Context: an optimization exercise on an open-source flow, tuned for small area, a short achievable clock period and few clock cycles per item. The choices shown serve that exercise and are no tape-out recipe.
Where RTL was checked, it was by simulation tests only, not by an equivalence proof against the original.
Only the layout flow was run in runs 1 and 2; the RTL was not checked for function there.
No activity file was given, so power comes from the tool's default toggle rates.

--- flow/run.sh ---
#!/bin/bash
# Own layout flow: the standard layout (standard.sh, unchanged synthesis,
# floorplan, power grid, placement, CTS and routing) with two changes:
#  - ports are buffered with sky130_fd_sc_hd__buf_2 instead of the default
#    delay buffer;
#  - timing repair aims for extra setup slack (SETUP_SLACK_MARGIN).
# Each tool's full output stays in orfs/logs; make's output goes to standard.log.
set -euo pipefail
export BUFFER_PORTS_ARGS="-buffer_cell sky130_fd_sc_hd__buf_2"
export SETUP_SLACK_MARGIN=6.1
bash standard.sh > standard.log 2>&1
--- standard.sh ---
#!/bin/bash
# synth_recipe.tcl (not shown) runs the flow's synth.tcl, then flattens the netlist and writes it again
# the make line also repeats each setting of config.mk as NAME=value (left out here)
make -C /OpenROAD-flow-scripts/flow DESIGN_CONFIG=/design/flow/config.mk WORK_HOME=/design/flow/orfs CLKGATE_MAP_FILE= SYNTH_SCRIPT=/design/flow/synth_recipe.tcl "${@:-finish}"
--- config.mk ---
export PLATFORM = sky130hd
export DESIGN_NAME = gated_pulse_count_accumulator
export DESIGN_NICKNAME = gated_pulse_count_accumulator
export VERILOG_FILES = /design/flow/design.v
export SDC_FILE = /design/flow/constraint.sdc
export NUM_CORES = 4
export LEC_CHECK = 0
export CAP_MARGIN = 20
export CORE_MARGIN = 2
export CORE_UTILIZATION = 40
export PLACE_DENSITY = 0.6
export SLEW_MARGIN = 20
--- constraint.sdc ---
create_clock -name core_clock -period 11.0 [get_ports {clk}]
set_input_delay 2.2000 -clock core_clock [delete_from_list [all_inputs] [get_ports {clk}]]
set_output_delay 2.2000 -clock core_clock [all_outputs]
set_load 0.01 [all_outputs]
--- design.v ---
`timescale 1ns / 1ps
package gpca_pkg;
	localparam int HW_COUNT_WIDTH = 16;
	localparam int TOTAL_W        = 32;
	localparam int FOLD_W         = 15;
	localparam int WINDOW_W       = 15;
	localparam int DEBOUNCE_W     = 24;
	localparam int CFG_DATA_W     = 24;
	localparam int CFG_IDX_W      = 2;
	localparam logic [CFG_IDX_W-1:0] CFG_ACTIVE_HIGH    = 2'd0;
	localparam logic [CFG_IDX_W-1:0] CFG_DEBOUNCE_US    = 2'd1;
	localparam logic [CFG_IDX_W-1:0] CFG_FOLD_THRESHOLD = 2'd2;
	localparam logic                RST_ACTIVE_HIGH    = 1'b1;
	localparam logic [FOLD_W-1:0]   RST_FOLD_THRESHOLD = 15'd16384;
	localparam int                  ROUND_W     = DEBOUNCE_W + 1;
	localparam logic [ROUND_W-1:0]  ROUND_UP    = 25'd999;
	localparam int                  RECIP_W     = 26;
	localparam logic [RECIP_W-1:0]  RECIP_1000  = 26'd34359739;
	localparam int                  RECIP_SHIFT = 35;
	typedef struct packed {
		logic [31:0]                       now_ms;
		logic signed [HW_COUNT_WIDTH-1:0]  hw_count;
		logic                              pin_level;
	} sample_t;
	typedef struct packed {
		logic               logical_on;
		logic [TOTAL_W-1:0] accepted_pulses;
		logic [TOTAL_W-1:0] raw_pulses;
		logic [TOTAL_W-1:0] ignored_pulses;
		logic [TOTAL_W-1:0] samples_taken;
		logic [TOTAL_W-1:0] folds_done;
		logic [TOTAL_W-1:0] last_accept_ms;
		logic               clear_request;
	} result_t;
	typedef struct packed {
		logic                active_high;
		logic [WINDOW_W-1:0] window_ms;
		logic [FOLD_W-1:0]   fold_threshold;
	} cfg_t;
endpackage
`timescale 1ns / 1ps
module gpca_cfg (
	input  logic                                 clk,
	input  logic                                 arst_n,
	input  logic                                 cfg_we,
	input  logic [gpca_pkg::CFG_IDX_W-1:0]       cfg_index,
	input  logic [gpca_pkg::CFG_DATA_W-1:0]      cfg_wdata,
	output logic                                 active_high,
	output logic [gpca_pkg::WINDOW_W-1:0]        win_q,
	output logic                                 win_rnz,
	output logic                                 win_zero,    
	output logic [gpca_pkg::FOLD_W-1:0]          fold_threshold,
	output logic                                 busy,
	output logic                                 busy_next    
);
	logic [9:0]  rem_q;      
	logic [3:0]  cnt_q;      
	logic [14:0] quo_q;      
	logic [10:0] trial;
	logic [9:0]  rem_n;
	logic [14:0] quo_n;
	logic        rnz_q;
	logic        wz_q;
	logic        qbit;
	assign trial = {rem_q, quo_q[14]};
	assign qbit  = (trial >= 11'd1000);
	assign busy  = (cnt_q != 4'd0);
	assign busy_next = (cfg_we && cfg_index == gpca_pkg::CFG_DEBOUNCE_US) || (cnt_q > 4'd1);
	always_comb begin
		rem_n = rem_q;
		quo_n = quo_q;
		if (cfg_we && cfg_index == gpca_pkg::CFG_DEBOUNCE_US) begin
			rem_n = {1'b0, cfg_wdata[23:15]};
			quo_n = cfg_wdata[14:0];
		end else if (busy) begin
			rem_n = qbit ? 10'(trial - 11'd1000) : trial[9:0];
			quo_n = {quo_q[13:0], qbit};
		end
	end
	always_ff @(posedge clk or negedge arst_n) begin
		if (!arst_n) begin
			active_high    <= gpca_pkg::RST_ACTIVE_HIGH;
			fold_threshold <= gpca_pkg::RST_FOLD_THRESHOLD;
			rem_q          <= '0;
			quo_q          <= '0;
			cnt_q          <= '0;
			rnz_q          <= 1'b0;
			wz_q           <= 1'b1;
		end else begin
			if (cfg_we && cfg_index == gpca_pkg::CFG_ACTIVE_HIGH) begin
				active_high <= cfg_wdata[0];
			end
			if (cfg_we && cfg_index == gpca_pkg::CFG_FOLD_THRESHOLD) begin
				fold_threshold <= cfg_wdata[gpca_pkg::FOLD_W-1:0];
			end
			if (cfg_we && cfg_index == gpca_pkg::CFG_DEBOUNCE_US) begin
				cnt_q <= 4'd15;
			end else if (busy) begin
				cnt_q <= cnt_q - 4'd1;
			end
			rem_q <= rem_n;
			quo_q <= quo_n;
			rnz_q <= (rem_n != '0);
			wz_q  <= (rem_n == '0) && (quo_n == '0);
		end
	end
	assign win_q    = quo_q;
	assign win_rnz  = rnz_q;
	assign win_zero = wz_q;
endmodule
`timescale 1ns / 1ps
module gpca_core (
	input  logic                            clk,
	input  logic                            arst_n,
	input  logic                            take_in,    
	input  logic                            en,         
	input  logic [48:0]                     sample,
	input  logic                            active_high,
	input  logic [gpca_pkg::WINDOW_W-1:0]   win_q,
	input  logic                            win_rnz,
	input  logic                            win_zero,
	input  logic [gpca_pkg::FOLD_W-1:0]     thr,
	output logic [193:0]                    result
);
	function automatic logic [32:0] add32(input logic [31:0] a, input logic [31:0] b, input logic cin);
		logic [31:0] g;
		logic [31:0] p;
		logic [31:0] gn;
		logic [31:0] pn;
		logic [32:0] c;
		g = a & b;
		p = a ^ b;
		for (int l = 0; l < 5; l++) begin
			gn = g;
			pn = p;
			for (int i = 0; i < 32; i++) begin
				if (((i >> l) & 1) == 1) begin
					gn[i] = g[i] | (p[i] & g[((i >> l) << l) - 1]);
					pn[i] = p[i] & p[((i >> l) << l) - 1];
				end
			end
			g = gn;
			p = pn;
		end
		c[0] = cin;
		for (int i = 0; i < 32; i++) begin
			c[i+1] = g[i] | (p[i] & cin);
		end
		add32 = {c[32], (a ^ b) ^ c[31:0]};
	endfunction
	logic [15:0] prev_q;       
	logic [31:0] s_now;
	logic [15:0] s_dm1;        
	logic        s_pos;
	logic        s_on;
	logic        s_fold;
	logic [15:0] hw;
	logic [32:0] fp;
	logic [32:0] fn;
	logic [14:0] fn_z;
	logic        fold_in;
	logic [32:0] dm;
	assign hw = sample[16:1];
	assign fp = add32({17'd0, hw[14:0]}, {17'd0, ~thr}, 1'b1);
	assign fn = add32({17'd0, hw[14:0]}, {17'd0, thr}, 1'b0);
	assign fn_z[0] = hw[0] ^ thr[0];
	for (genvar i = 1; i < 15; i++) begin : g_fz
		assign fn_z[i] = (hw[i] ^ thr[i]) ^ (hw[i-1] | thr[i-1]);
	end
	assign fold_in = hw[15] ? (!fn[15] || (fn_z == '0)) : fp[15];
	assign dm = add32({16'd0, hw}, {16'd0, ~prev_q}, 1'b0);
	always_ff @(posedge clk or negedge arst_n) begin
		if (!arst_n) begin
			prev_q <= '0;
		end else if (take_in) begin
			prev_q <= fold_in ? '0 : hw;
		end
	end
	always_ff @(posedge clk) begin
		if (take_in) begin
			s_now  <= sample[48:17];
			s_dm1  <= dm[15:0];
			s_pos  <= !(hw[15] ^ !prev_q[15] ^ dm[16]);
			s_on   <= active_high ? sample[0] : ~sample[0];
			s_fold <= fold_in;
		end
	end
	logic [31:0] idle_q;
	logic        armed_q;
	logic [31:0] acc_q;
	logic [31:0] raw_q;
	logic [31:0] ign_q;
	logic [31:0] smp_q;
	logic [31:0] fold_q;
	logic [31:0] acct_q;
	logic        on_q;
	logic        clr_q;
	logic        wz;
	logic        idle_nz;
	logic [32:0] lo_a;
	logic [14:0] csa_x;
	logic [14:0] csa_y;
	logic [32:0] lo_b;
	logic        lo_ge;
	logic [16:0] hx;
	logic [16:0] hy;
	logic [16:0] hz;
	logic        hi_eq0;
	logic        hi_eq1;
	logic        hi_zero;
	logic        late;
	assign wz      = win_zero;
	assign idle_nz = (idle_q != '0);
	assign lo_a  = add32({17'd0, s_now[14:0]}, {17'd0, ~idle_q[14:0]}, 1'b1);
	assign csa_x = s_now[14:0] ^ ~idle_q[14:0] ^ ~win_q;
	assign csa_y = (s_now[14:0] & ~idle_q[14:0]) | (s_now[14:0] & ~win_q) | (~idle_q[14:0] & ~win_q);
	assign lo_b  = add32({17'd0, csa_x}, {16'd0, csa_y, !win_rnz}, 1'b1);
	assign lo_ge = lo_a[15] ? lo_b[16] : (lo_b[16] || lo_b[15]);
	assign hx = s_now[31:15];
	assign hy = ~idle_q[31:15];
	assign hz[0] = hx[0] ^ hy[0];
	for (genvar i = 1; i < 17; i++) begin : g_hz
		assign hz[i] = (hx[i] ^ hy[i]) ^ (hx[i-1] | hy[i-1]);
	end
	assign hi_eq0  = (s_now[31:15] == idle_q[31:15]);
	assign hi_eq1  = (hz == '0);
	assign hi_zero = lo_a[15] ? hi_eq0 : hi_eq1;
	assign late    = !hi_zero || lo_ge;
	logic armed_t;
	logic take;
	logic hit;
	assign armed_t = armed_q || (!s_on && (wz || (idle_nz && late)));
	assign take    = s_pos && !wz && armed_t;     
	assign hit     = s_pos && (wz || armed_t);    
	logic [31:0] d_x;
	logic [32:0] raw_s;
	logic [32:0] acc_s;
	logic [32:0] ign_s;
	logic [32:0] smp_s;
	logic [32:0] fold_s;
	assign d_x    = {16'd0, s_dm1};
	assign raw_s  = add32(raw_q, d_x, 1'b1);                   
	assign acc_s  = add32(acc_q, wz ? d_x : 32'd0, 1'b1);      
	assign ign_s  = add32(ign_q, d_x, !armed_t);               
	assign smp_s  = add32(smp_q, 32'd0, 1'b1);
	assign fold_s = add32(fold_q, 32'd0, s_fold);
	always_ff @(posedge clk or negedge arst_n) begin
		if (!arst_n) begin
			idle_q  <= '0;
			armed_q <= 1'b0;
			acc_q   <= '0;
			raw_q   <= '0;
			ign_q   <= '0;
			smp_q   <= '0;
			fold_q  <= '0;
			acct_q  <= '0;
		end else if (en) begin
			if (s_on || take) begin
				idle_q <= '0;
			end else if (!idle_nz) begin
				idle_q <= s_now;
			end
			armed_q <= armed_t && !take;
			if (s_pos) begin
				raw_q <= raw_s[31:0];
			end
			if (hit) begin
				acc_q  <= acc_s[31:0];
				acct_q <= s_now;
			end
			if (s_pos && !wz) begin
				ign_q <= ign_s[31:0];
			end
			smp_q  <= smp_s[31:0];
			fold_q <= fold_s[31:0];
		end
	end
	always_ff @(posedge clk) begin
		if (en) begin
			on_q  <= s_on;
			clr_q <= s_fold;
		end
	end
	assign result = {on_q, acc_q, raw_q, ign_q, smp_q, fold_q, acct_q, clr_q};
endmodule
`timescale 1ns / 1ps
module gated_pulse_count_accumulator (
	input  logic                             clk,
	input  logic                             arst_n,
	input  logic                             sample_valid,
	output logic                             sample_ready,
	input  logic [48:0]                      sample,
	output logic                             result_valid,
	input  logic                             result_ready,
	output logic [193:0]                     result,
	input  logic                             cfg_we,
	input  logic [gpca_pkg::CFG_IDX_W-1:0]   cfg_index,
	input  logic [gpca_pkg::CFG_DATA_W-1:0]  cfg_wdata
);
	logic                          active_high;
	logic [gpca_pkg::WINDOW_W-1:0] win_q;
	logic                          win_rnz;
	logic                          win_zero;
	logic [gpca_pkg::FOLD_W-1:0]   thr;
	logic                          busy;
	logic                          valid_s1;
	logic                          valid_s2;
	logic                          adv;
	logic                          take_in;
	assign adv          = valid_s1 && (!valid_s2 || result_ready);
	assign sample_ready = !busy && (!valid_s1 || adv);
	assign take_in      = sample_valid && sample_ready;
	always_ff @(posedge clk or negedge arst_n) begin
		if (!arst_n) begin
			valid_s1 <= 1'b0;
			valid_s2 <= 1'b0;
		end else begin
			if (!valid_s1 || adv) begin
				valid_s1 <= take_in;
			end
			if (!valid_s2 || result_ready) begin
				valid_s2 <= valid_s1;
			end
		end
	end
	gpca_cfg u_cfg (
		.clk            (clk),
		.arst_n         (arst_n),
		.cfg_we         (cfg_we),
		.cfg_index      (cfg_index),
		.cfg_wdata      (cfg_wdata),
		.active_high    (active_high),
		.win_q          (win_q),
		.win_rnz        (win_rnz),
		.win_zero       (win_zero),
		.fold_threshold (thr),
		.busy           (busy),
		.busy_next      ()
	);
	gpca_core u_core (
		.clk         (clk),
		.arst_n      (arst_n),
		.take_in     (take_in),
		.en          (adv),
		.sample      (sample),
		.active_high (active_high),
		.win_q       (win_q),
		.win_rnz     (win_rnz),
		.win_zero    (win_zero),
		.thr         (thr),
		.result      (result)
	);
	assign result_valid = valid_s2;
endmodule
==> impl_metrics.py, run 1 <==
metrics = {
    "run_status": {
        "status": "timing/DRC/antenna clean",
    },
    "sta": {
        "drv_slew": 0,
        "holdWs_ns": 0.467,
        "grt_setup_unrepaired": "yes",
        "finalCritPeriodShare_pct": 44.4,
        "setup_viol": 0,
        "slew_headroom_pct": 29.7,
        "worst-slew-pin-transition_ns": 1.05,
        "skew_ns": 0.0149,
        "setup_tns_ns": 0,
        "fmax_mhz": 205,
        "finalCriticalPeriod_ns": 4.88,
        "hold_violations": 0,
    },
    "logic_synthesis": {
        "syn_inst": 1788,
        "yosysUniqueCellTypes": 73,
        "yosysMostFrequentCell": "dfrtp_1",
        "synth_edf_count": 53,
        "synth_area_leaders": "dfrtp_1 (39%), ha_1 (11%), edfxtp_1 (8.5%)",
        "synthFlopType": "dfrtp_1",
        "yosysTopAreaCell": "dfrtp_1",
        "synthTopCellsByCount": "dfrtp_1 (287), nand2_1 (219), ha_1 (163), inv_1 (153), xnor2_1 (117)",
        "syn_area_per_cell_sq_um": 10.4,
        "yosys_register_bits": 343,
        "synth_top_cell_area_share_pct": 38.6,
        "ys_async_sr_fraction_pct": 84.5,
        "yosysSeqAreaShare_pct": 47.5,
        "syn_area_sq_um": 18600,
        "yosys_warnings": 3,
        "synth_nets": 2051,
    },
    "clocking": {
        "root_buffer": "clkbuf_16",
        "cts_tree": "done",
        "cts_setup_buffers": 0,
        "h-tree-depth": 2,
        "hold_buffers": 0,
        "cts_buffers": 40,
        "clock-sinks": 343,
        "clock_latency_ns": 0.56,
        "cts.clk_slew.worst_paths_ns": 0.06,
        "clk_path_buf_depth": 3,
    },
    "floorplan": {
        "coreArea_sq_um": 46300,
        "die_x_um": 220,
        "initial_utilization_pct": 40.2,
        "row_count": 79,
        "io_pins": 276,
        "die_h_um": 220,
        "dieArea_sq_um": 48300,
    },
    "placement": {
        "port_buffers": 275,
        "place_congestion": 0.875,
        "dp_hpwl_um": 35700,
    },
    "final_layout": {
        "area_growth_pct": 18.4,
        "fill_cells": 4321,
        "drive_gt1_share_pct": 18.6,
        "nets": 2331,
        "seq_area_sq_um": 8850,
        "multi_input_area_sq_um": 9030,
    },
    "route": {
        "viasPerCell": 5.11,
        "routed_wirelength_um": 47600,
        "wl_per_cell_um": 17.6,
        "drtAntennaViolNets": 0,
        "drt_iter0_drc": 650,
        "post-route-drc-count": 0,
        "vias": 13836,
        "drt_first_pass_iters": 5,
    },
    "worst_setup_path": {
        "path_class": "in -> out",
        "worstPathArrival_ns": 2.68,
        "cp_data_required_time_ns": 8.80,
        "critPathMaxFanout": 2,
        "startpoint_type": "input pin",
        "cp-end-kind": "primary output",
    },
    "power_and_ir_drop": {
        "p_per_area_nw_per_um2": 216,
        "ir_drop_v": 0.000113,
        "p_leak_nw": 10.9,
    },
    "global_route": {
        "grt_pass1_vias": 13740,
        "grt_first_pass_wirelength_um": 75000,
        "grt_max_degree": 78,
        "overflow": 0,
        "grt_antenna_before_repair": 3,
        "grt_usage_pct": 19.8,
    },
    "run": {
        "drv_cap": 0,
    },
    "worst_hold_path": {
        "holdCritPathClass": "reg -> reg",
    },
}
-- cells in the final DEF, fill, tap and decap left out, types with 10 or more instances in the layout --
cell       netlist  final
nand2_1        219    219
a21oi_1         67     65
a22o_1          33     33
clkbuf_16        0     41
clkbuf_8         0     12
nand4_1         36     36
mux2_1          11     11
nor2_1          76     76
edfxtp_1        53     53
nor3_1          32     32
buf_2           10    274
o22ai_1         15     15
inv_1          153    153
fa_1            20     20
o21ai_0         48     48
and3_1          15     15
o21a_1          10     10
and2_1          25     24
nand3_1         38     38
a21o_1          15     15
o21ai_1         61     59
xnor2_1        117    117
nor4_1          23     23
o31ai_1         10     10
a31oi_1         12     12
dfrtp_1        287    287
ha_1           163    163
xor2_1          71     71
mux2_2          16     16
clkbuf_1        29     11
-- layer usage --
layer | vias up | wire, um | track usage (%)
met4 | 2 | 1420 | 6.58
li1 | 6759 | - | -
met2 | 295 | 23000 | 33.5
met3 | 84 | 2010 | 3.51
met5 | - | 7 | 0
met1 | 6696 | 21200 | 25.7
-- logic make-up after synthesis --
logic type | share of synthesized area [%]
compound gates | 11.1
xor+xnor | 8.84
fa+ha+maj | 13.1
buf+inv | 4.22
flops | 47.5
mux | 1.87
simple gates | 13.3
-- area by class of cell --
type                    instances  share of cell area, %
multi-input cells            1243                   41.0
flip-flops and latches        343                   40.2
repair buffers                285                   6.65
clock buffers                  64                   5.59
well taps                     607                   3.45
inverters                     155                   2.64
clock inverters                 8                  0.539
diodes                          2                 0.0227
-- sequential cells by signal (all words and copies together), names as in the netlist, 4 cells and up --
name and cells:
u_core.acct_q 32, u_core.idle_q 32, u_core.raw_q 32, u_cfg.fold_threshold 15, u_cfg.rem_q 10, u_core.s_now 32
u_core.prev_q 16, u_core.fold_q 32, u_core.ign_q 32, u_cfg.cnt_q 4, u_core.s_dm1 16, u_core.smp_q 32
u_cfg.quo_q 15, u_core.acc_q 32
-- worst paths after layout --
| check | slack [ns] | cells after the start | end | startpoint |
|---|---|---|---|---|
| worst max-delay path | 6.12 | 4 | sample_ready | result_ready |
| worst min-delay path | 0.47 | 1 | u_core.smp_q[31] | u_core.smp_q[31] |
| worst max register to register | 6.57 | 13 | u_core.acct_q[5] | u_core.s_now[4] |
| worst min register to register | 0.47 | 1 | u_core.smp_q[31] | u_core.smp_q[31] |
| max in group asynchronous | 7.94 | 2 | u_core.fold_q[29] | arst_n |
| min in group asynchronous | 1.60 | 1 | u_core.ign_q[22] | arst_n |
-- power breakdown --
part / total [mW] / switching [mW] / internal (mW)
logic: 1.61 / 0.908 / 0.701
registers: 1.79 / 0.214 / 1.57
clock network: 1.37 / 0.536 / 0.835
total: 4.77 / 1.66 / 3.11
-- worst max-delay path, cell delays in order --
cell and delay [ns]:
buf_2 0.12, nor2b_4 0.12, a21oi_2 0.06, buf_2 0.18
-- what timing repair did --
action | 4_1_cts | 5_1_grt
setup endpoints to repair | 1 | 8
endpoints found under the hold margin | 0 | 0
gates resized for setup | 1 | 3
-- per-stage QoR --
stage / std cells / util, % / power, mW / setup slack [ns] / cell area (sq um)
after floorplan: 1788 / - / 2.90 / 6.31 / 18600
after global placement: 2633 / 44.7 / 3.37 / 6.00 / 20700
after detailed placement: 2633 / 44.7 / 3.42 / 5.96 / 20700
after CTS: 2705 / 47.6 / 4.83 / 6.10 / 22000
after global routing: 2706 / 47.6 / 5.12 / 6.09 / 22000
final: 2707 / 47.6 / 4.77 / 6.12 / 22000
==> run 2, diff against run 1 <==
==> flow/run.sh (replaced) <==
#!/bin/bash
# Own layout flow: the standard layout (standard.sh, unchanged synthesis,
# floorplan, power grid, placement, CTS and routing) with two changes:
#  - ports are buffered with sky130_fd_sc_hd__buf_1 instead of the default
#    delay buffer;
#  - timing repair aims for extra setup slack (SETUP_SLACK_MARGIN).
# Each tool's full output stays in orfs/logs; make's output goes to standard.log.
set -euo pipefail
export BUFFER_PORTS_ARGS="-buffer_cell sky130_fd_sc_hd__buf_1"
export SETUP_SLACK_MARGIN=6.1
bash standard.sh > standard.log 2>&1
==> run 2 against run 1 <==
  * Hold slack improved by 0.0072 ns
  * Worst setup slack improved by 0.038 ns
  * Routed wire length fell by 0.22%
  * Area after synthesis did not move
  * Global-route usage rose by 0.055 points
  * Non-clock buffer count rose by 2
  * Clock skew rose by 0.012 ns
  * Critical endpoint unchanged
==> impl_metrics.py, run 2 <==
metrics = {
    "logic_synthesis": {
        "syn_area_per_cell_sq_um": 10.4,
        "synthTopCellsByCount": "dfrtp_1 (287), nand2_1 (219), ha_1 (163), inv_1 (153), xnor2_1 (117)",
        "yosysSeqAreaShare_pct": 47.5,
        "synth_nets": 2051,
        "yosysMostFrequentCell": "dfrtp_1",
        "syn_area_sq_um": 18600,
        "synthFlopType": "dfrtp_1",
        "synth_edf_count": 53,
        "yosysTopAreaCell": "dfrtp_1",
        "ys_async_sr_fraction_pct": 84.5,
        "synth_area_leaders": "dfrtp_1 (39%), ha_1 (11%), edfxtp_1 (8.5%)",
        "yosys_warnings": 3,
        "yosysUniqueCellTypes": 73,
        "synth_top_cell_area_share_pct": 38.6,
        "yosys_register_bits": 343,
        "syn_inst": 1788,
    },
    "final_layout": {
        "area_growth_pct": 17.2,
        "drive_gt1_share_pct": 5.94,
        "nets": 2334,
        "layout.cells.most_common": "dfrtp_1",
        "final_cell_mix": "dfrtp_1 (287), buf_1 (272), nand2_1 (219), ha_1 (163), inv_1 (153)",
        "fill_cells": 4436,
    },
    "route": {
        "wl_per_cell_um": 17.5,
        "vias": 13868,
        "viasPerCell": 5.11,
        "drt_first_pass_iters": 5,
        "post-route-drc-count": 0,
        "drt_iter0_drc": 686,
        "routed_wirelength_um": 47500,
        "drtAntennaViolNets": 0,
    },
    "sta": {
        "holdWs_ns": 0.474,
        "fmax_mhz": 206,
        "setup_tns_ns": 0,
        "setup_viol": 0,
        "worst-slew-pin-transition_ns": 1.06,
        "finalCriticalPeriod_ns": 4.85,
        "grt_setup_unrepaired": "no",
        "drv_slew": 0,
        "slew_headroom_pct": 29.1,
        "hold_violations": 0,
        "finalCritPeriodShare_pct": 44.1,
        "skew_ns": 0.0268,
    },
    "worst_hold_path": {
        "hp-start": "u_core.ign_q[31]",
        "hold_depth": 1,
        "holdCritPathClass": "reg -> reg",
        "hold-path-endpoint": "u_core.ign_q[31]",
    },
    "power_and_ir_drop": {
        "p_comb_share_pct": 32.6,
        "p_switching_mw": 1.68,
        "switching_share_pct": 34.9,
        "ir_drop_v": 0.000147,
        "power_frac_clock_pct": 30.3,
        "power_mw": 4.82,
        "p_per_area_nw_per_um2": 221,
        "p_seq_share_pct": 37.2,
        "intPower_mw": 3.14,
        "p_leak_nw": 9.97,
    },
    "clocking": {
        "root_buffer": "clkbuf_16",
        "clk_path_buf_depth": 3,
        "clock_latency_ns": 0.57,
        "cts.clk_slew.worst_paths_ns": 0.06,
        "cts_setup_buffers": 0,
        "cts_buffers": 41,
        "clock-sinks": 343,
        "h-tree-depth": 2,
        "cts_tree": "done",
    },
    "placement": {
        "place_congestion": 0.875,
        "port_buffers": 275,
        "dp_hpwl_um": 35700,
    },
    "floorplan": {
        "coreArea_sq_um": 46300,
        "die_x_um": 220,
        "io_pins": 276,
        "die_h_um": 220,
        "dieArea_sq_um": 48300,
        "initial_utilization_pct": 40.2,
        "row_count": 79,
    },
    "worst_setup_path": {
        "cp_data_required_time_ns": 8.80,
        "worstPathArrival_ns": 2.65,
        "r2r_slack_ns": 6.64,
        "r2r_cells": 11,
        "startpoint_type": "input pin",
        "cp-end-kind": "primary output",
        "path_class": "in -> out",
        "critPathMaxFanout": 2,
        "r2r-start": "u_core.s_now[5]",
        "reg2reg_to": "u_core.acct_q[0]",
    },
    "run": {
        "drv_cap": 0,
    },
    "global_route": {
        "grt_antenna_before_repair": 1,
        "grt_max_degree": 87,
        "grt_pass1_vias": 13968,
        "overflow": 0,
        "grt_usage_pct": 19.9,
        "grt_first_pass_wirelength_um": 75500,
    },
    "run_status": {
        "status": "timing/DRC/antenna clean",
    },
}
## run 2: cell count changes in the layout (fill, tap and decap cells not counted), sizes merged
cell | previous run | this run
inv | 155 | 157
diode | 2 | 1
clkinv | 5 | 8
clkinvlp | 0 | 3
bufinv | 3 | 6
clkbuf | 64 | 58
buf | 285 | 286
## run 2: timing repair
item / in CTS / in global routing
hold buffers: 0 / 0
setup endpoints to repair: 1 / 1
pin swaps: 0 / 1
resized for setup: 0 / 7
## run 2: worst max-delay path, stage by stage
cell     delay [ns]
buf_6          0.10
nor2b_4        0.11
a21oi_2        0.06
buf_2          0.18
## run 2: area by class of cell
type / instances / area (sq um) / area share (%)
repair buffers: 287 / 1150 / 5.29
clock inverters: 19 / 262 / 1.20
flip-flops and latches: 343 / 8850 / 40.6
multi-input cells: 1243 / 9030 / 41.4
inverters: 155 / 582 / 2.67
clock buffers: 57 / 1190 / 5.45
diodes: 1 / 2.50 / 0.0115
well taps: 607 / 759 / 3.48
## run 2: cells by family (layout without fill, tap and decap cells)
family	after synthesis	after routing	synth area share (%)
AO/OA/AOI/OAI	324	324	11.1
adder cells (fa/ha/maj)	183	183	13.1
multiplexers	31	31	1.87
AND/OR/NAND/NOR	517	517	13.3
buffers and inverters	202	518	4.22
other	0	1	0
XOR/XNOR	188	188	8.84
flip-flops	343	343	47.5
## run 2: worst max path at each step
stage | startpoint | end | slack [ns]
2_1_floorplan | result_ready | sample_ready | 6.31
3_3_place_gp | result_ready | u_core.fold_q[30] | 5.96
3_5_place_dp | result_ready | u_core.fold_q[30] | 5.87
4_1_cts | result_ready | sample_ready | 6.09
5_1_grt | result_ready | sample_ready | 6.12
6_report | result_ready | sample_ready | 6.15
## run 2: routing by layer
metal	vias up	part of all wire, %	global-route usage [%]
li1	6757	-	-
met1	6718	44	25.8
met2	308	48	33.3
met3	85	4.9	3.52
met4	0	3.0	7.29
met5	-	0	0
## run 2: power by group through the flow
stage / combinational (mW) / clock (mW) / sequential (mW)
6_report: 1.57 / 1.46 / 1.79
5_1_grt: 1.80 / 1.55 / 1.83
4_1_cts: 1.59 / 1.50 / 1.79
3_5_place_dp: 1.58 / 0 / 1.81
3_3_place_gp: 1.54 / 0 / 1.80
2_1_floorplan: 1.09 / 0 / 1.81
## run 2: stage by stage
step                instances  area, sq um  worst slack [ns]  utilization [%]
floorplan                1788        18600              6.31                -
global placement         2634        20300              5.96             43.9
detailed placement       2634        20300              5.87             43.9
CTS                      2710        21800              6.09             47.1
global route             2711        21800              6.12             47.2
finish                   2712        21800              6.15             47.2
==> run 3, diff against run 2 <==
--- a/design.v
+++ b/design.v
@@ -114,4 +114,7 @@
 	input  logic                            arst_n,
 	input  logic                            take_in,    
+	input  logic                            load_s1,    
+	input  logic                            use_skid,   
+	input  logic                            skid_load,  
 	input  logic                            en,         
 	input  logic [48:0]                     sample,
@@ -177,11 +180,16 @@
 		end
 	end
+	logic [50:0] in_w;
+	logic [50:0] skid_q;
+	assign in_w = {sample[48:17], dm[15:0], !(hw[15] ^ !prev_q[15] ^ dm[16]),
+		active_high ? sample[0] : ~sample[0], fold_in};
 	always_ff @(posedge clk) begin
-		if (take_in) begin
-			s_now  <= sample[48:17];
-			s_dm1  <= dm[15:0];
-			s_pos  <= !(hw[15] ^ !prev_q[15] ^ dm[16]);
-			s_on   <= active_high ? sample[0] : ~sample[0];
-			s_fold <= fold_in;
+		if (skid_load) begin
+			skid_q <= in_w;
+		end
+	end
+	always_ff @(posedge clk) begin
+		if (load_s1) begin
+			{s_now, s_dm1, s_pos, s_on, s_fold} <= use_skid ? skid_q : in_w;
 		end
 	end
@@ -304,18 +312,29 @@
 	logic [gpca_pkg::FOLD_W-1:0]   thr;
 	logic                          busy;
+	logic                          busy_next;
+	logic                          ready_q;
+	logic                          valid_k;
 	logic                          valid_s1;
 	logic                          valid_s2;
 	logic                          adv;
+	logic                          load_s1;
 	logic                          take_in;
+	logic                          valid_k_n;
+	assign sample_ready = ready_q;
+	assign take_in      = sample_valid && ready_q;
 	assign adv          = valid_s1 && (!valid_s2 || result_ready);
-	assign sample_ready = !busy && (!valid_s1 || adv);
-	assign take_in      = sample_valid && sample_ready;
+	assign load_s1      = !valid_s1 || adv;
+	assign valid_k_n    = (valid_k || take_in) && !load_s1;
 	always_ff @(posedge clk or negedge arst_n) begin
 		if (!arst_n) begin
+			ready_q  <= 1'b1;
+			valid_k  <= 1'b0;
 			valid_s1 <= 1'b0;
 			valid_s2 <= 1'b0;
 		end else begin
-			if (!valid_s1 || adv) begin
-				valid_s1 <= take_in;
+			ready_q <= !valid_k_n && !busy_next;
+			valid_k <= valid_k_n;
+			if (load_s1) begin
+				valid_s1 <= valid_k || take_in;
 			end
 			if (!valid_s2 || result_ready) begin
@@ -336,5 +355,5 @@
 		.fold_threshold (thr),
 		.busy           (busy),
-		.busy_next      ()
+		.busy_next      (busy_next)
 	);
 	gpca_core u_core (
@@ -342,4 +361,7 @@
 		.arst_n      (arst_n),
 		.take_in     (take_in),
+		.load_s1     (load_s1),
+		.use_skid    (valid_k),
+		.skid_load   (!valid_k),
 		.en          (adv),
 		.sample      (sample),
==> flow/run.sh (replaced) <==
#!/bin/bash
# Own layout flow: the standard layout (standard.sh, unchanged synthesis,
# floorplan, power grid, placement, CTS and routing) with two changes:
#  - ports are buffered with sky130_fd_sc_hd__buf_2 instead of the default
#    delay buffer;
#  - timing repair aims for extra setup slack (SETUP_SLACK_MARGIN).
# Each tool's full output stays in orfs/logs; make's output goes to standard.log.
set -euo pipefail
export BUFFER_PORTS_ARGS="-buffer_cell sky130_fd_sc_hd__buf_2"
export SETUP_SLACK_MARGIN=7.2
bash standard.sh > standard.log 2>&1
==> run 3 against run 2 <==
  * Worst setup slack gained 0.85 ns
  * Still clean on timing, DRC and antenna
  * Non-clock buffer count increased by 31
  * Total power increased by 23%
  * Largest cell class unchanged
  * Combinational power rose by 39%
  * Critical endpoint is now u_core.s_pos
  * Routed wire length rose by 9.3%
  * Highest routed layer unchanged
  * Maximum frequency grew 21%
  * Die area up 9.8%
  * Sequential cell count increased by 53
==> impl_metrics.py, run 3 <==
metrics = {
    "clocking": {
        "clock_latency_ns": 0.57,
        "clk_path_buf_depth": 3,
        "clock-sinks": 396,
        "cts_buffers": 45,
        "cts.clk_slew.worst_paths_ns": 0.06,
        "root_buffer": "clkbuf_16",
        "cts_tree": "done",
        "h-tree-depth": 2,
        "hold_buffers": 0,
    },
    "sta": {
        "drv_slew": 0,
        "skew_ns": 0.0161,
        "finalCritPeriodShare_pct": 36.4,
        "finalCriticalPeriod_ns": 4.00,
        "holdWs_ns": 0.452,
        "worst-slew-pin-transition_ns": 0.985,
        "fmax_mhz": 250,
        "slew_headroom_pct": 34.3,
        "setup_tns_ns": 0,
        "grt_setup_unrepaired": "yes",
        "hold_violations": 0,
        "setup_viol": 0,
    },
    "worst_setup_path": {
        "r2r_cells": 15,
        "r2r-start": "u_cfg.quo_q[6]",
        "cp-end-kind": "flip-flop",
        "worstPathArrival_ns": 4.28,
        "startpoint": "sample[1]",
        "cp_data_required_time_ns": 11.28,
        "path_class": "in -> reg",
        "critPathMaxFanout": 2,
        "startpoint_type": "input pin",
    },
    "logic_synthesis": {
        "yosysUniqueCellTypes": 82,
        "yosysSeqAreaShare_pct": 48.5,
        "synthFlopType": "dfrtp_1",
        "yosys_warnings": 3,
        "yosysTopAreaCell": "dfrtp_1",
        "yosys_register_bits": 396,
        "syn_area_sq_um": 20500,
        "synthTopCellsByCount": "dfrtp_1 (288), nand2_1 (165), ha_1 (164), inv_1 (151), xnor2_1 (119)",
        "synth_nets": 2115,
        "yosysMostFrequentCell": "dfrtp_1",
        "synth_edf_count": 53,
        "syn_area_per_cell_sq_um": 11.1,
        "syn_inst": 1851,
        "synth_top_cell_area_share_pct": 35.2,
        "ys_async_sr_fraction_pct": 73.7,
        "synth_area_leaders": "dfrtp_1 (35%), ha_1 (10%), edfxtp_1 (7.8%)",
    },
    "route": {
        "drt_first_pass_iters": 5,
        "drt_iter0_drc": 792,
        "routed_wirelength_um": 51900,
        "drtAntennaViolNets": 0,
        "viasPerCell": 5.14,
        "wl_per_cell_um": 18.0,
        "post-route-drc-count": 0,
        "vias": 14790,
    },
    "final_layout": {
        "area_growth_pct": 22.4,
        "drive_gt1_share_pct": 27.3,
        "nets": 2433,
        "largest_reg_flops": 51,
        "finalNonFillerCells": 2879,
        "fill_cells": 4550,
        "final_cell_mix": "dfrtp_1 (285), buf_2 (270), nand2_1 (159), ha_1 (157), inv_1 (148)",
        "layout.cells.most_common": "dfrtp_1",
        "top_register": "u_core.skid_q",
    },
    "power_and_ir_drop": {
        "ir_drop_v": 0.000140,
        "p_leak_nw": 12.4,
        "power_mw": 5.95,
        "p_per_area_nw_per_um2": 237,
    },
    "worst_hold_path": {
        "hold_depth": 2,
        "holdCritPathClass": "reg -> reg",
        "hp-start": "u_core.skid_q[11]",
    },
    "global_route": {
        "overflow": 0,
        "grt_antenna_before_repair": 1,
        "grt_usage_pct": 19.3,
        "grt_pass1_vias": 14965,
        "grt_max_degree": 119,
        "grt_first_pass_wirelength_um": 81500,
    },
    "floorplan": {
        "dieArea_sq_um": 53000,
        "row_count": 82,
        "coreArea_sq_um": 50400,
        "initial_utilization_pct": 40.6,
        "die_h_um": 230,
        "io_pins": 276,
        "die_x_um": 230,
    },
    "placement": {
        "placed_cells": 2759,
        "place_congestion": 0.856,
        "dp_hpwl_um": 37400,
        "port_buffers": 275,
    },
    "run_status": {
        "status": "timing/DRC/antenna clean",
    },
    "run": {
        "drv_cap": 0,
    },
}
run 3: cell count changes in the layout (fill, tap and decap cells not counted), sizes merged, moves of 15 or more:
cell and change:
buf +32, mux2 +72, nand2 -54, o22ai -15, o21ai -35, dfxtp +51
run 3: layer usage:
layer / GRT usage, % / vias to the layer above / routed length [um]
met4: 6.13 / 0 / 1180
li1: - / 7124 / -
met2: 31.0 / 302 / 24100
met3: 3.44 / 72 / 2340
met1: 26.5 / 7292 / 24300
met5: 0 / - / 0
run 3: repair_timing:
action | 4_1_cts | 5_1_grt
endpoints found under the setup margin | 248 | 140
cloned | 1 | 1
buffers inserted | 21 | 12
gates resized for setup | 33 | 38
pin swaps | 29 | 24
hold endpoints to repair | 0 | 0
run 3: area by class of cell:
type | count | area, sq um | share of cell area (%)
diodes | 1 | 2.50 | 0.00999
repair buffers | 318 | 1780 | 7.10
clock buffers | 60 | 1270 | 5.09
inverters | 152 | 577 | 2.30
clock inverters | 24 | 347 | 1.38
well taps | 672 | 841 | 3.36
multi-input cells | 1256 | 10300 | 41.1
flip-flops and latches | 396 | 9930 | 39.6
run 3: metrics by stage:
step	util (%)	worst slack [ns]	instance area (sq um)
5_1_grt	49.7	6.93	25100
3_5_place_dp	45.2	5.33	22800
4_1_cts	49.1	6.99	24700
6_report	49.7	7.00	25100
3_3_place_gp	45.2	5.44	22800
2_1_floorplan	-	6.62	20700
run 3: cell families after synthesis:
family	share of synthesized area [%]
and+or+nand+nor	11.4
DFF	48.5
AOI/OAI and AO/OA	10.0
buffers and inverters	4.00
adders and majority gates	12.0
xor gates and xnor gates	7.79
muxes	6.35
run 3: final timing paths:
kind	endpoint	slack (ns)
max	u_core.s_pos	7.00
min	u_core.skid_q[11]	0.45
max in group asynchronous	u_core.idle_q[6]	7.77
min in group asynchronous	u_core.acc_q[17]	1.57
max reg2reg	u_core.ign_q[31]	7.29
min reg2reg	u_core.skid_q[11]	0.45
run 3: worst max-delay path: stages:
cell and delay, ns:
buf_8 0.11, ha_4 0.15, fa_2 0.34, a21o_1 0.17, a21oi_2 0.16, o21bai_2 0.10
a31oi_2 0.19, o211a_1 0.21, nor2_2 0.06, a211o_1 0.30, nor3b_2 0.20, o31ai_2 0.09
run 3: power by group:
part	leakage [nW]	switching, mW	total [mW]	internal [mW]
Combinational	6.76	1.19	2.18	0.984
Clock	0.791	0.610	1.63	1.02
Sequential	4.83	0.300	2.14	1.84
Total	12.4	2.10	5.95	3.84
Testbench counts of run 3, summed over its fixed seeds: cycles 24,128, items 24,000.
==> run 4, diff against run 3 <==
--- a/config.mk
+++ b/config.mk
@@ -9,4 +9,5 @@
 export CORE_MARGIN = 2
 export CORE_UTILIZATION = 40
+export CTS_BUF_LIST = sky130_fd_sc_hd__clkbuf_8
 export PLACE_DENSITY = 0.6
 export SLEW_MARGIN = 20
==> run 4 against run 3 <==
  * Still clean on timing, DRC and antenna
  * Sequential share of layout area rose by 0.28 points
  * Count of clock-buffer cells in the layout is 30 higher
  * Combinational power about the same
  * Critical path type unchanged
  * Critical endpoint is now u_core.s_dm1[9]
==> impl_metrics.py, run 4 <==
metrics = {
    "final_layout": {
        "multi_input_area_sq_um": 10200,
        "drive_gt1_share_pct": 28.1,
        "largest_reg_flops": 51,
        "final_cell_mix": "dfrtp_1 (284), buf_2 (271), inv_1 (171), nand2_1 (160), ha_1 (157)",
        "antenna_cells": 0,
        "layout.cells.most_common": "dfrtp_1",
        "fill_cells": 4601,
        "area_growth_pct": 21.5,
        "seq_area_sq_um": 9930,
        "top_register": "u_core.skid_q",
        "nets": 2459,
        "finalInstanceArea_sq_um": 24900,
    },
    "floorplan": {
        "die_x_um": 230,
        "row_count": 82,
        "io_pins": 276,
        "dieArea_sq_um": 53000,
        "die_h_um": 230,
        "coreArea_sq_um": 50400,
        "initial_utilization_pct": 40.6,
    },
    "global_route": {
        "grt_usage_pct": 19.5,
        "grt_first_pass_wirelength_um": 81700,
        "overflow": 0,
        "grt_max_degree": 119,
        "grt_antenna_before_repair": 0,
        "grt_pass1_vias": 15173,
    },
    "route": {
        "vias": 14905,
        "drtAntennaViolNets": 0,
        "viasPerCell": 5.10,
        "drt_iter0_drc": 817,
        "drt_first_pass_iters": 5,
        "routed_wirelength_um": 51600,
        "post-route-drc-count": 0,
        "wl_per_cell_um": 17.6,
    },
    "clocking": {
        "cts.clk_slew.worst_paths_ns": 0.06,
        "h-tree-depth": 3,
        "cts_buffers": 72,
        "clock_latency_ns": 0.64,
        "hold_buffers": 0,
        "clock-sinks": 396,
        "cts_tree": "done",
        "root_buffer": "clkbuf_8",
        "clk_path_buf_depth": 3,
    },
    "worst_setup_path": {
        "cp_data_required_time_ns": 11.32,
        "startpoint_type": "input pin",
        "worstPathArrival_ns": 4.25,
        "critPathMaxFanout": 3,
        "cp-end-kind": "flip-flop",
        "path_class": "in -> reg",
    },
    "run_status": {
        "status": "timing/DRC/antenna clean",
    },
    "sta": {
        "worst-slew-pin-transition_ns": 1.00,
        "setup_tns_ns": 0,
        "drv_slew": 0,
        "hold_violations": 0,
        "finalWorstSetupSlack_ns": 7.07,
        "finalCritPeriodShare_pct": 35.8,
        "fmax_mhz": 254,
        "setup_viol": 0,
        "slew_headroom_pct": 33.1,
        "grt_setup_unrepaired": "yes",
        "finalCriticalPeriod_ns": 3.93,
        "skew_ns": 0.0386,
    },
    "logic_synthesis": {
        "synthXorXnorAreaFrac_pct": 7.79,
        "synth_nets": 2115,
        "syn_area_sq_um": 20500,
        "yosysMostFrequentCell": "dfrtp_1",
        "synth_edf_count": 53,
        "yosysUniqueCellTypes": 82,
        "syn_inst": 1851,
        "ys_async_sr_fraction_pct": 73.7,
        "yosysSeqAreaShare_pct": 48.5,
        "yosys.area_share.adder_pct": 12.0,
        "synth-compound-area-share_pct": 10.0,
        "synth_area_leaders": "dfrtp_1 (35%), ha_1 (10%), edfxtp_1 (7.8%)",
        "muxShareOfSynthArea_pct": 6.35,
        "synth_top_cell_area_share_pct": 35.2,
        "yosys_warnings": 3,
        "syn_area_per_cell_sq_um": 11.1,
        "synth_top_family_by_area": "adder cells",
        "yosysTopAreaCell": "dfrtp_1",
        "synthTopCellsByCount": "dfrtp_1 (288), nand2_1 (165), ha_1 (164), inv_1 (151), xnor2_1 (119)",
        "yosys_register_bits": 396,
        "synthSimpleGateAreaFrac_pct": 11.4,
        "synthFlopType": "dfrtp_1",
    },
    "placement": {
        "place_congestion": 0.856,
        "preCtsSetupSlack_ns": 5.33,
        "port_buffers": 275,
        "dp_hpwl_um": 37400,
        "place_area_sq_um": 22800,
    },
    "run": {
        "drv_cap": 0,
    },
    "worst_hold_path": {
        "holdCritPathClass": "reg -> reg",
    },
    "power_and_ir_drop": {
        "p_leak_nw": 12.4,
        "ir_drop_v": 0.000107,
        "p_per_area_nw_per_um2": 232,
    },
}
[run 4: timing repair]
action,CTS,global route
setup buffers,19,14
resized for setup,20,41
pin swaps,20,21
cloned,1,0
endpoints found under the hold margin,0,0
endpoints found under the setup margin,179,156
[run 4: report_power, final]
| part | switching (mW) | internal, mW |
|---|---|---|
| clock | 0.625 | 0.830 |
| combinational | 1.19 | 1.00 |
| sequential | 0.299 | 1.84 |
| total | 2.11 | 3.67 |
[run 4: per-layer routing]
metal  GRT usage, %  up-vias  part of all wire, %
li1               -     7172                    -
met1           26.3     7323                   46
met2           30.9      335                   46
met3           4.08       75                  5.1
met4           7.10        0                  2.5
met5              0        -                    0
[run 4: cell type report]
cell class,count,share of cell area (%)
tap,672,3.38
multi-input combinational,1255,41.1
sequential,396,39.9
timing repair buffer,318,7.17
clock buffer,90,4.98
inverter,152,2.32
clock inverter,41,1.13
[run 4: metrics by stage]
step	power (mW)	hold WS, ns	utilization (%)	cells
floorplan	3.53	0.417	-	1851
global placement	4.11	0.442	45.2	2759
detailed placement	4.18	0.455	45.2	2759
CTS	5.77	0.463	48.8	2910
global route	6.22	0.488	49.4	2924
finish	5.78	0.459	49.4	2924
[run 4: logic make-up (layout without fill, tap and decap cells)]
kind of cell | count (synthesis) | in the layout
adder cells (fa/ha/maj) | 184 | 184
multiplexers | 117 | 117
AO/OA/AOI/OAI | 305 | 306
XOR/XNOR | 182 | 182
buffers and inverters | 201 | 601
flip-flops | 396 | 396
AND/OR/NAND/NOR | 466 | 466
[run 4: worst max-delay path, cell delays in order]
cell	delay, ns
buf_8	0.11
ha_4	0.15
fa_2	0.34
a21o_1	0.17
a21oi_2	0.17
o21bai_2	0.10
buf_4	0.15
a31o_4	0.23
a21oi_4	0.14
fa_2	0.24
xor2_2	0.15
o21ai_1	0.10
[run 4: worst paths after layout]
path                            depth (start not counted)                       to         startpoint  slack, ns
worst max register to register                         16         u_core.ign_q[31]     u_cfg.quo_q[6]       7.38
worst max-delay path                                   12          u_core.s_dm1[9]          sample[1]       7.07
worst min register to register                          2        u_core.skid_q[16]  u_core.skid_q[16]       0.46
max in group asynchronous                               3  u_cfg.fold_threshold[6]             arst_n       7.57
worst min-delay path                                    2        u_core.skid_q[16]  u_core.skid_q[16]       0.46
min in group asynchronous                               1         u_core.acc_q[17]             arst_n       1.63
==> run 5, diff against run 4 <==
==> flow/run.sh (replaced) <==
#!/bin/bash
# Own layout flow: the standard layout (standard.sh, unchanged synthesis,
# floorplan, power grid, placement, CTS and routing) with two changes:
#  - ports are buffered with sky130_fd_sc_hd__buf_1 instead of the default
#    delay buffer;
#  - timing repair aims for extra setup slack (SETUP_SLACK_MARGIN).
# Each tool's full output stays in orfs/logs; make's output goes to standard.log.
set -euo pipefail
export BUFFER_PORTS_ARGS="-buffer_cell sky130_fd_sc_hd__buf_1"
export SETUP_SLACK_MARGIN=7.2
bash standard.sh > standard.log 2>&1
--- a/config.mk
+++ b/config.mk
@@ -10,4 +10,5 @@
 export CORE_UTILIZATION = 40
 export CTS_BUF_LIST = sky130_fd_sc_hd__clkbuf_8
+export CTS_CLUSTER_SIZE = 24
 export PLACE_DENSITY = 0.6
 export SLEW_MARGIN = 20
==> run 5 against run 4 <==
  * Worst setup slack got worse by 0.048 ns
  * Highest routed layer unchanged
  * Critical path type unchanged
  * Still clean
  * Combinational power decreased by 3%
  * Sequential cell count unchanged
  * Final cell count increased by 0.10%
  * Utilization decreased by 0.72 points
  * Clock skew decreased by 0.0068 ns
  * Clock power about the same
  * Global-route usage increased by 0.13 points
  * Die area unchanged
  * Critical path depth unchanged
==> impl_metrics.py, run 5 <==
metrics = {
    "floorplan": {
        "initial_utilization_pct": 40.6,
        "dieArea_sq_um": 53000,
        "coreArea_sq_um": 50400,
        "die_h_um": 230,
        "die_x_um": 230,
        "io_pins": 276,
        "row_count": 82,
    },
    "sta": {
        "setup_tns_ns": 0,
        "worst-slew-pin-transition_ns": 0.982,
        "drv_slew": 0,
        "setup_viol": 0,
        "finalCritPeriodShare_pct": 36.2,
        "grt_setup_unrepaired": "yes",
        "finalWorstSetupSlack_ns": 7.02,
        "holdWs_ns": 0.459,
        "slew_headroom_pct": 34.4,
        "fmax_mhz": 251,
        "hold_violations": 0,
        "skew_ns": 0.0319,
        "finalCriticalPeriod_ns": 3.98,
    },
    "worst_hold_path": {
        "holdCritPathClass": "reg -> reg",
    },
    "run_status": {
        "status": "timing/DRC/antenna clean",
    },
    "logic_synthesis": {
        "syn_area_per_cell_sq_um": 11.1,
        "syn_inst": 1851,
        "yosysSeqAreaShare_pct": 48.5,
        "synthTopCellsByCount": "dfrtp_1 (288), nand2_1 (165), ha_1 (164), inv_1 (151), xnor2_1 (119)",
        "synthFlopType": "dfrtp_1",
        "synth_nets": 2115,
        "yosys_warnings": 3,
        "synth_area_leaders": "dfrtp_1 (35%), ha_1 (10%), edfxtp_1 (7.8%)",
        "yosysMostFrequentCell": "dfrtp_1",
        "yosys_register_bits": 396,
        "ys_async_sr_fraction_pct": 73.7,
        "syn_area_sq_um": 20500,
        "yosysTopAreaCell": "dfrtp_1",
        "yosysUniqueCellTypes": 82,
        "synth_top_cell_area_share_pct": 35.2,
        "synth_edf_count": 53,
    },
    "worst_setup_path": {
        "r2r-start": "u_core.idle_q[4]",
        "r2r_cells": 15,
        "cp_num_cells": 12,
        "startpoint": "sample[1]",
        "cp_data_required_time_ns": 11.34,
        "critPathMaxFanout": 4,
        "critPathCapture": "u_core.s_pos",
        "startpoint_type": "input pin",
        "cp-end-kind": "flip-flop",
        "path_buf_inv": 1,
        "worstPathArrival_ns": 4.32,
        "path_class": "in -> reg",
        "r2r_slack_ns": 7.36,
        "reg2reg_to": "u_core.ign_q[31]",
        "crit_slowest_cell": "fa_2",
        "slowest_delay_ns": 0.34,
        "cp_top_family": "compound AO/OA/AOI/OAI gates",
        "crit_chain": "buf_8 > ha_4 > fa_2 > a21o_1 > a21oi_2 > o21bai_1 > a31oi_1 > o211a_1 > nor2_2 > a211o_1 > nor3b_2 > o31ai_2",
    },
    "power_and_ir_drop": {
        "power_frac_clock_pct": 25.5,
        "p_comb_share_pct": 37.0,
        "ir_drop_v": 0.000109,
        "p_per_area_nw_per_um2": 233,
        "p_leak_nw": 11.4,
        "switching_share_pct": 37.0,
        "p_seq_share_pct": 37.5,
        "intPower_mw": 3.60,
        "p_switching_mw": 2.12,
    },
    "global_route": {
        "grt_max_degree": 158,
        "grt_antenna_before_repair": 1,
        "overflow": 0,
        "grt_usage_pct": 19.6,
        "grt_pass1_vias": 15117,
        "grt_first_pass_wirelength_um": 82600,
    },
    "clocking": {
        "cts.clk_slew.worst_paths_ns": 0.06,
        "clk_path_buf_depth": 3,
        "clock_latency_ns": 0.64,
        "cts_buffers": 72,
        "clock-sinks": 396,
        "cts_tree": "done",
        "h-tree-depth": 3,
        "root_buffer": "clkbuf_8",
    },
    "placement": {
        "port_buffers": 275,
        "preCtsSetupSlack_ns": 5.38,
        "place_congestion": 0.841,
        "dp_hpwl_um": 37400,
    },
    "route": {
        "vias": 14978,
        "post-route-drc-count": 0,
        "routed_wirelength_um": 51700,
        "drt_iter0_drc": 698,
        "wl_per_cell_um": 17.7,
        "drtAntennaViolNets": 0,
        "viasPerCell": 5.12,
        "drt_first_pass_iters": 5,
    },
    "final_layout": {
        "final_cell_mix": "dfrtp_1 (285), buf_1 (260), inv_1 (166), nand2_1 (161), ha_1 (158)",
        "nets": 2461,
        "largest_reg_flops": 51,
        "layout.cells.most_common": "dfrtp_1",
        "drive_gt1_share_pct": 16.5,
        "antenna_cells": 0,
        "area_growth_pct": 19.8,
        "top_register": "u_core.skid_q",
    },
    "run": {
        "drv_cap": 0,
    },
}
run 5: cell counts after synthesis:
No cell type changed its count.
run 5: power groups by stage:
stage | clock, mW | sequential, mW | combinational [mW]
3_5_place_dp | 0 | 2.16 | 1.99
4_1_cts | 1.50 | 2.14 | 2.06
3_3_place_gp | 0 | 2.15 | 1.93
5_1_grt | 1.57 | 2.19 | 2.39
2_1_floorplan | 0 | 2.10 | 1.43
6_report | 1.46 | 2.14 | 2.12
run 5: worst min-delay path by stage:
| stage | from | endpoint | slack [ns] | depth (start not counted) |
|---|---|---|---|---|
| detailed placement | u_core.skid_q[2] | u_core.skid_q[2] | 0.45 | 2 |
| global route | u_core.skid_q[35] | u_core.skid_q[35] | 0.48 | 1 |
| global placement | u_core.skid_q[2] | u_core.skid_q[2] | 0.44 | 2 |
| finish | u_core.skid_q[18] | u_core.skid_q[18] | 0.46 | 2 |
| CTS | u_core.skid_q[2] | u_core.skid_q[2] | 0.46 | 2 |
| floorplan | u_core.skid_q[0] | u_core.skid_q[0] | 0.42 | 2 |
run 5: cell type report:
| type | count | area, sq um |
|---|---|---|
| clock inverters | 44 | 312 |
| well taps | 672 | 841 |
| flip-flops and latches | 396 | 9930 |
| clock buffers | 88 | 1210 |
| fillers | 4672 | 25900 |
| multi-input cells | 1255 | 10200 |
| inverters | 152 | 577 |
| repair buffers | 320 | 1440 |
run 5: timing repair:
action | in CTS | in global routing
setup endpoints to repair | 180 | 155
gates resized for setup | 26 | 38
pin swaps | 21 | 19
cloned | 1 | 1
hold buffers | 0 | 0
buffers inserted | 18 | 16
run 5: stage by stage:
stage	cell area, sq um	instances	total power, mW	utilization (%)
after floorplan	20700	1851	3.53	-
after global placement	22500	2759	4.08	44.6
after detailed placement	22500	2759	4.16	44.6
after CTS	24200	2910	5.71	48.1
after global routing	24500	2927	6.15	48.7
final	24500	2927	5.71	48.7
run 5: logic make-up (layout without fill, tap and decap cells):
| group | count (synthesis) | after routing | synth area share, % |
|---|---|---|---|
| buffers and inverters | 201 | 604 | 4.00 |
| AO/OA/AOI/OAI | 305 | 306 | 10.0 |
| multiplexers | 117 | 117 | 6.35 |
| adder cells (fa/ha/maj) | 184 | 184 | 12.0 |
| AND/OR/NAND/NOR | 466 | 466 | 11.4 |
| XOR/XNOR | 182 | 182 | 7.79 |
| flip-flops | 396 | 396 | 48.5 |
run 5: worst reg2reg max path: stages, from the launching register on:
cell and delay, ns:
dfrtp_2 0.44, fa_1 0.50, inv_1 0.04, ha_1 0.32
a22oi_1 0.21, nand2_1 0.09, a31oi_2 0.15, o211ai_1 0.10
buf_4 0.17, a221oi_4 0.44, buf_6 0.18, nand4_4 0.13
a2111oi_4 0.31, buf_4 0.19, nand4_1 0.11, xnor2_1 0.14
run 5: routing by layer:
metal | track usage (%) | vias to the layer above | wire (um)
li1 | - | 7182 | -
met1 | 26.8 | 7348 | 23700
met2 | 31.3 | 368 | 24100
met3 | 3.83 | 80 | 2670
met4 | 6.21 | 0 | 1180
met5 | 0 | - | 0
==> run 6, diff against run 5 <==
--- a/config.mk
+++ b/config.mk
@@ -8,7 +8,5 @@
 export CAP_MARGIN = 20
 export CORE_MARGIN = 2
-export CORE_UTILIZATION = 40
-export CTS_BUF_LIST = sky130_fd_sc_hd__clkbuf_8
-export CTS_CLUSTER_SIZE = 24
-export PLACE_DENSITY = 0.6
+export CORE_UTILIZATION = 60
+export PLACE_DENSITY = 0.75
 export SLEW_MARGIN = 20
==> run 6 against run 5 <==
  * First-iteration DRC count up 24%
  * Hold slack better by 0.0011 ns
  * Largest cell class unchanged
  * Maximum frequency decreased by 0.82%
  * Sequential power about the same
  * Routed wire length fell by 5.2%
  * Largest power group is now combinational logic
  * Combinational power rose by 2%
  * Sequential share of layout area is 0.064 points higher
  * Non-clock buffer count rose by 11
  * Highest routed layer unchanged
  * Sequential cell count did not move
  * Final cell count is 9.1% lower
==> impl_metrics.py, run 6 <==
metrics = {
    "final_layout": {
        "drive_gt1_share_pct": 16.0,
        "nets": 2444,
        "antenna_cells": 0,
        "layout.cells.most_common": "dfrtp_1",
        "seq_area_sq_um": 9930,
        "area_growth_pct": 19.6,
        "finalInstanceArea_sq_um": 24500,
        "final_cell_mix": "dfrtp_1 (285), buf_1 (260), nand2_1 (161), ha_1 (157), inv_1 (146)",
        "largest_reg_flops": 51,
        "multi_input_area_sq_um": 10300,
        "top_register": "u_core.skid_q",
        "fill_cells": 2338,
    },
    "logic_synthesis": {
        "yosysUniqueCellTypes": 82,
        "synth_area_leaders": "dfrtp_1 (35%), ha_1 (10%), edfxtp_1 (7.8%)",
        "ys_async_sr_fraction_pct": 73.7,
        "synth_nets": 2115,
        "syn_area_sq_um": 20500,
        "yosysMostFrequentCell": "dfrtp_1",
        "yosys_warnings": 3,
        "syn_inst": 1851,
        "synth_top_cell_area_share_pct": 35.2,
        "syn_area_per_cell_sq_um": 11.1,
        "yosysSeqAreaShare_pct": 48.5,
        "synthTopCellsByCount": "dfrtp_1 (288), nand2_1 (165), ha_1 (164), inv_1 (151), xnor2_1 (119)",
        "yosys_register_bits": 396,
        "synth_edf_count": 53,
        "synthFlopType": "dfrtp_1",
        "yosysTopAreaCell": "dfrtp_1",
    },
    "route": {
        "drtAntennaViolNets": 0,
        "viasPerCell": 5.65,
        "route.met3.wl_um": 2630,
        "routed_wirelength_um": 49000,
        "vias": 15049,
        "wl_met1_um": 21100,
        "drt_first_pass_iters": 5,
        "wl_met2_um": 24000,
        "top_layer": "met4",
        "drt_iter0_drc": 865,
        "post-route-drc-count": 0,
        "wl_per_cell_um": 18.4,
    },
    "power_and_ir_drop": {
        "ir_drop_v": 0.000137,
        "p_per_area_nw_per_um2": 238,
        "p_leak_nw": 11.4,
    },
    "floorplan": {
        "coreArea_sq_um": 33500,
        "initial_utilization_pct": 61.0,
        "row_count": 67,
        "dieArea_sq_um": 35600,
        "die_h_um": 189,
        "die_x_um": 189,
        "io_pins": 276,
    },
    "worst_hold_path": {
        "hp-start": "u_core.skid_q[18]",
        "holdCritPathClass": "reg -> reg",
        "hold_depth": 2,
        "hold-path-endpoint": "u_core.skid_q[18]",
    },
    "sta": {
        "hold_violations": 0,
        "drv_slew": 0,
        "setup_viol": 0,
        "setup_tns_ns": 0,
        "fmax_mhz": 249,
        "finalCritPeriodShare_pct": 36.5,
        "grt_setup_unrepaired": "yes",
        "worst-slew-pin-transition_ns": 0.876,
        "finalCriticalPeriod_ns": 4.01,
        "skew_ns": 0.0173,
        "slew_headroom_pct": 41.5,
    },
    "worst_setup_path": {
        "startpoint": "sample[1]",
        "reg2reg_to": "u_core.acct_q[31]",
        "cp_data_required_time_ns": 11.26,
        "r2r_cells": 14,
        "r2r_slack_ns": 7.31,
        "path_class": "in -> reg",
        "worstPathArrival_ns": 4.27,
        "cp-end-kind": "flip-flop",
        "r2r-start": "u_core.s_now[7]",
        "startpoint_type": "input pin",
        "critPathMaxFanout": 2,
    },
    "run": {
        "drv_cap": 0,
    },
    "clocking": {
        "clock-sinks": 396,
        "clk_path_buf_depth": 3,
        "root_buffer": "clkbuf_16",
        "cts.clk_slew.worst_paths_ns": 0.05,
        "cts_tree": "done",
        "h-tree-depth": 2,
        "clock_latency_ns": 0.55,
        "cts_buffers": 42,
    },
    "placement": {
        "dp_hpwl_um": 34500,
        "place_congestion": 0.924,
        "port_buffers": 275,
        "place_area_sq_um": 22200,
    },
    "run_status": {
        "status": "timing/DRC/antenna clean",
    },
    "global_route": {
        "grt_usage_pct": 27.0,
        "overflow": 0,
        "grt_antenna_before_repair": 0,
        "grt_first_pass_wirelength_um": 77500,
        "grt_pass1_vias": 14966,
        "grt_max_degree": 83,
    },
}
run 6: cell counts after synthesis:
No cell type changed its count.
run 6: timing repair:
item / in CTS / in global routing
resized for setup: 43 / 49
hold buffers: 0 / 0
setup endpoints to repair: 188 / 214
setup buffers: 30 / 12
gates cloned: 3 / 3
pin swaps: 25 / 26
run 6: metrics by stage:
step                      util (%)  cells  power [mW]  worst slack (ns)  hold slack [ns]
final                         73.0   2662        5.81              6.99            0.460
after global routing          73.0   2662        6.20              6.89            0.487
after CTS                     71.9   2647        5.75              6.91            0.462
after detailed placement      66.1   2536        4.11              5.32            0.454
after global placement        66.1   2536        4.01              5.42            0.444
after floorplan                  -   1851        3.53              6.62            0.417
run 6: how the worst max path moves through the flow:
stage,cells after the start,to
2_1_floorplan,11,u_core.s_pos
3_3_place_gp,8,u_core.acct_q[9]
3_5_place_dp,8,u_core.acct_q[14]
4_1_cts,12,u_core.s_pos
5_1_grt,12,u_core.s_pos
6_report,12,u_core.s_pos
run 6: routing by layer:
layer  global-route usage, %  vias up
met4                    8.23        0
met3                    4.04       91
met5                       0        -
met1                    36.0     7374
met2                    45.9      431
li1                        -     7153
run 6: kinds of logic (layout without fill, tap and decap cells):
family / count (synthesis) / after routing / synth area share, %
simple gates: 466 / 466 / 11.4
flops: 396 / 396 / 48.5
compound gates: 305 / 308 / 10.0
buf+inv: 201 / 561 / 4.00
fa+ha+maj: 184 / 184 / 12.0
xor+xnor: 182 / 182 / 7.79
mux: 117 / 117 / 6.35
run 6: area by class of cell:
type,instances,area share (%)
clock buffer,53,4.59
clock inverter,25,1.51
inverter,152,2.37
multi-input combinational,1257,42.1
sequential,396,40.6
tap,448,2.29
timing repair buffer,331,6.60
run 6: where the power goes:
group          switching [mW]  leakage [nW]  total (mW)  internal (mW)
registers               0.296          4.83        2.13           1.84
logic                    1.20          5.83        2.16          0.966
clock network           0.582         0.721        1.52          0.938
run 6: worst max-delay path, cell delays in order:
cell	delay, ns
buf_8	0.10
ha_4	0.15
fa_2	0.33
a21o_1	0.17
a21oi_2	0.16
o21bai_1	0.10
a31oi_1	0.21
o211a_1	0.20
nor2_2	0.05
a211o_1	0.30
nor3b_2	0.20
o31ai_2	0.10

==> re-timing with driven ports <==
In the flow no input, the clock included, has a driving cell. The finished layouts below were timed again as built, in two steps. Step 1 assumes that a clkbuf_16 drives the clock port and a buf_2 every other input. Step 2, shift: input delay + t, output delay - t, t = (earliest + latest rising clock arrival at the registers) / 2. This alone moves slack from input paths to output paths. Three values: ideal ports, drivers, drivers and shift; two values: the first two.
run	t (ns)	slack for setup (ns)	worst setup path after step 2	latest minus earliest clock arrival (ns)	worst register clock-pin slew, ns
run 1	0.607	6.116 / 6.091 / 5.976	input to register	0.015 / 0.015	0.06 / 0.06
run 2	0.609	6.154 / 6.123 / 5.889	input to register	0.028 / 0.028	0.06 / 0.06
run 3	0.614	6.999 / 7.012 / 6.398	input to register	0.017 / 0.018	0.06 / 0.06
run 4	0.675	7.067 / 7.078 / 6.403	input to register	0.040 / 0.040	0.06 / 0.06
run 5	0.678	7.018 / 7.018 / 6.340	input to register	0.035 / 0.035	0.06 / 0.06
run 6	0.601	6.985 / 6.986 / 6.385	input to register	0.017 / 0.018	0.06 / 0.06
After both steps setup and hold are still met in every run listed. The setup slack of run 5, which loses most, moves by 0.000 ns with the drivers and by -0.678 ns with both steps.
